Context: an optimization exercise on an open-source flow, tuned for small area. The choices shown serve that exercise and are no tape-out recipe.
Only simulation tests tie the RTL to the original design; equivalence was not proved.
No activity file was given, so power comes from the tool's default toggle rates. The flow treats the clock pin as an ideal source, which a real chip does not have.

== rev 12 ==
Design ahb_lite_slave, start of the top module:
module ahb_lite_slave (
  input  logic                    tb_clk,
  input  logic                    rst_i,
  input  logic                    hsel_i,
  input  logic [8-1:0]  haddr_i,
  input  ahb_pkg::htrans_e        htrans_i,
  input  ahb_pkg::hsize_e         hsize_i,
  input  logic                    hwrite_i,
  input  logic [32-1:0]  hwdata_i,
  output logic [32-1:0]  hrdata_o,
  output logic                    hready_o,
  output logic                    hresp_o
);
==> flow/config.mk <==
export PLATFORM = sky130hd
export DESIGN_NAME = ahb_lite_slave
export DESIGN_NICKNAME = ahb_lite_slave
export VERILOG_FILES = /design/flow/design.v
export SDC_FILE = /design/flow/constraint.sdc
export NUM_CORES = 4
export LEC_CHECK = 0
export CAP_MARGIN = 20
export CORE_MARGIN = 2
export CORE_UTILIZATION = 60
export PLACE_DENSITY = 0.7
export SLEW_MARGIN = 20
export SYNTH_HIERARCHICAL = 1
==> flow/constraint.sdc <==
create_clock -name core_clock -period 6.5 [get_ports {tb_clk}]
set_input_delay 1.3000 -clock core_clock [delete_from_list [all_inputs] [get_ports {tb_clk}]]
set_output_delay 1.3000 -clock core_clock [all_outputs]
set_load 0.01 [all_outputs]
standard.sh (not shown) runs the stock make flow with config.mk's settings and CLKGATE_MAP_FILE= SYNTH_SCRIPT=/design/flow/synth_recipe.tcl, a recipe that flattens the netlist after the stock synthesis.
==> flow/flow/run.sh <==
#!/bin/bash
# Standard layout, with small port buffers and a clock tree of larger sink clusters without
# dummy loads. Each tool's output goes to a log of its own in this folder.
set -euo pipefail
export BUFFER_PORTS_ARGS="-buffer_cell sky130_fd_sc_hd__buf_1"
export CTS_ARGS="-sink_clustering_enable -repair_clock_nets -dont_use_dummy_load -sink_clustering_size 30 -sink_clustering_max_diameter 100"
bash standard.sh > standard_make.log 2>&1
Rev 12 finished every step from synthesis to the final layout, and the layout passed the timing, DRC and antenna checks.
Edits applied to the flow inputs when going from rev 12 to rev 13:
Settings: CORE_UTILIZATION: 60 -> 70; PLACE_DENSITY: 0.7 -> 0.8.
==> flow/run.sh (new file) <==
#!/bin/bash
# synth_recipe.tcl (not shown) runs the flow's synth.tcl, then flattens the netlist and writes it again
# the make line also repeats each setting of config.mk as NAME=value (left out here)
make -C /OpenROAD-flow-scripts/flow DESIGN_CONFIG=/design/flow/config.mk WORK_HOME=/design/flow/orfs CLKGATE_MAP_FILE= SYNTH_SCRIPT=/design/flow/synth_recipe.tcl finish
removed: flow/flow/run.sh
removed: flow/standard.sh
Findings:
On number of antenna cells inserted: between rev 12 and rev 13, it ends up higher for rev 13. Summary of rev 13 over rev 12: overall track demand over capacity in global routing moved up, area added between synthesis and finish climbed 7.9 points, worst path buffer plus inverter count level, basic-gate share of the synthesized area counting and, or, nand and nor cells saw little to no change. Going from rev 12 to rev 13, the die area was shrunk. From rev 12 to rev 13 the numbers moved as follows: hold slack fell by 0.0061 ns; count of clock-buffer cells in the layout rose by about 270%; instance count along the most critical hold path stayed essentially flat. Going from rev 12 to rev 13, the wire length was found to have gone up by 3.2%. Wire length of the first global-routing pass is lower on rev 12.

== the baseline ==
Another version of the RTL of ahb_lite_slave (not shown whole).
For scale: about 83 I/O pins, about 0.018 mm^2 of cells after synthesis.
clock: 6.5 ns
lec_check: 0
cap_margin: 0
core_margin: 2
core_utilization: 60
place_density: 0.7
slew_margin: 0
synth_hierarchical: 1
==> flow/flow/run.sh <==
#!/bin/bash
# Standard layout, with small port buffers and a clock tree of larger sink clusters without
# dummy loads. Each tool's output goes to a log of its own in this folder.
set -euo pipefail
export BUFFER_PORTS_ARGS="-buffer_cell sky130_fd_sc_hd__buf_1"
export CTS_ARGS="-sink_clustering_enable -repair_clock_nets -dont_use_dummy_load -sink_clustering_size 30 -sink_clustering_max_diameter 100"
bash standard.sh > standard_make.log 2>&1
The baseline completed end to end with timing, DRC and antenna clean.
Inputs modified between the baseline and the candidate:
Settings: swapping 0.7 for 0.78 in PLACE_DENSITY; swapping 60 for 70 in CORE_UTILIZATION.
diff --git a/flow/flow/run.sh b/flow/flow/run.sh
--- a/flow/flow/run.sh
+++ b/flow/flow/run.sh
@@ -6 +6 @@
-export CTS_ARGS="-sink_clustering_enable -repair_clock_nets -dont_use_dummy_load -sink_clustering_size 30 -sink_clustering_max_diameter 100"
+export CTS_ARGS="-sink_clustering_enable -repair_clock_nets -dont_use_dummy_load -sink_clustering_size 32 -sink_clustering_max_diameter 80"
Results
- The candidate against the baseline: non-filler instance count after layout -61, headroom to the max-slew limit +2.8 points.
- Measured against each other, the candidate and the baseline differ in total vias in the final route, the higher figure coming from the candidate.
- The candidate vs the baseline, reported net switching power went down by 1.9%.
- Against the baseline, the candidate comes in 0.23 points lower on switching fraction of total power.
- Going from the baseline to the candidate, wire length on met3 grew by more than 10%.
- | area of the placeable core | higher: the baseline |
- Of the candidate and the baseline, it is the candidate that has the lower total power.

==> separate check: timing with driven ports <==
The flow's constraints put no driver on any port. The routed layouts listed below were extracted and timed again, unchanged, in two steps. Step 1 (the two cells are an assumption about what drives the block):
set clk [get_ports {tb_clk}]
set_driving_cell -lib_cell sky130_fd_sc_hd__clkbuf_16 $clk
set_driving_cell -lib_cell sky130_fd_sc_hd__buf_2 [delete_from_list [all_inputs] $clk]
Step 2, shift: input delay + t, output delay - t, t = (earliest + latest rising clock arrival at the registers) / 2. This alone moves slack from input paths to output paths. Slacks: ideal / step 1 / step 2; pairs: ideal / step 1.
run	shift t [ns]	slack for setup (ns)	clock arrival spread, ns	pins driven straight from the clock port
rev 12	0.591	1.685 / 1.634 / 2.225	0.045 / 0.045	1
rev 13	0.605	1.304 / 1.251 / 1.856	0.020 / 0.019	1
the baseline	0.592	2.040 / 1.987 / 2.579	0.046 / 0.046	1
the candidate	0.576	2.028 / 1.977 / 2.323	0.063 / 0.063	1
After both steps setup and hold are still met in every run listed.
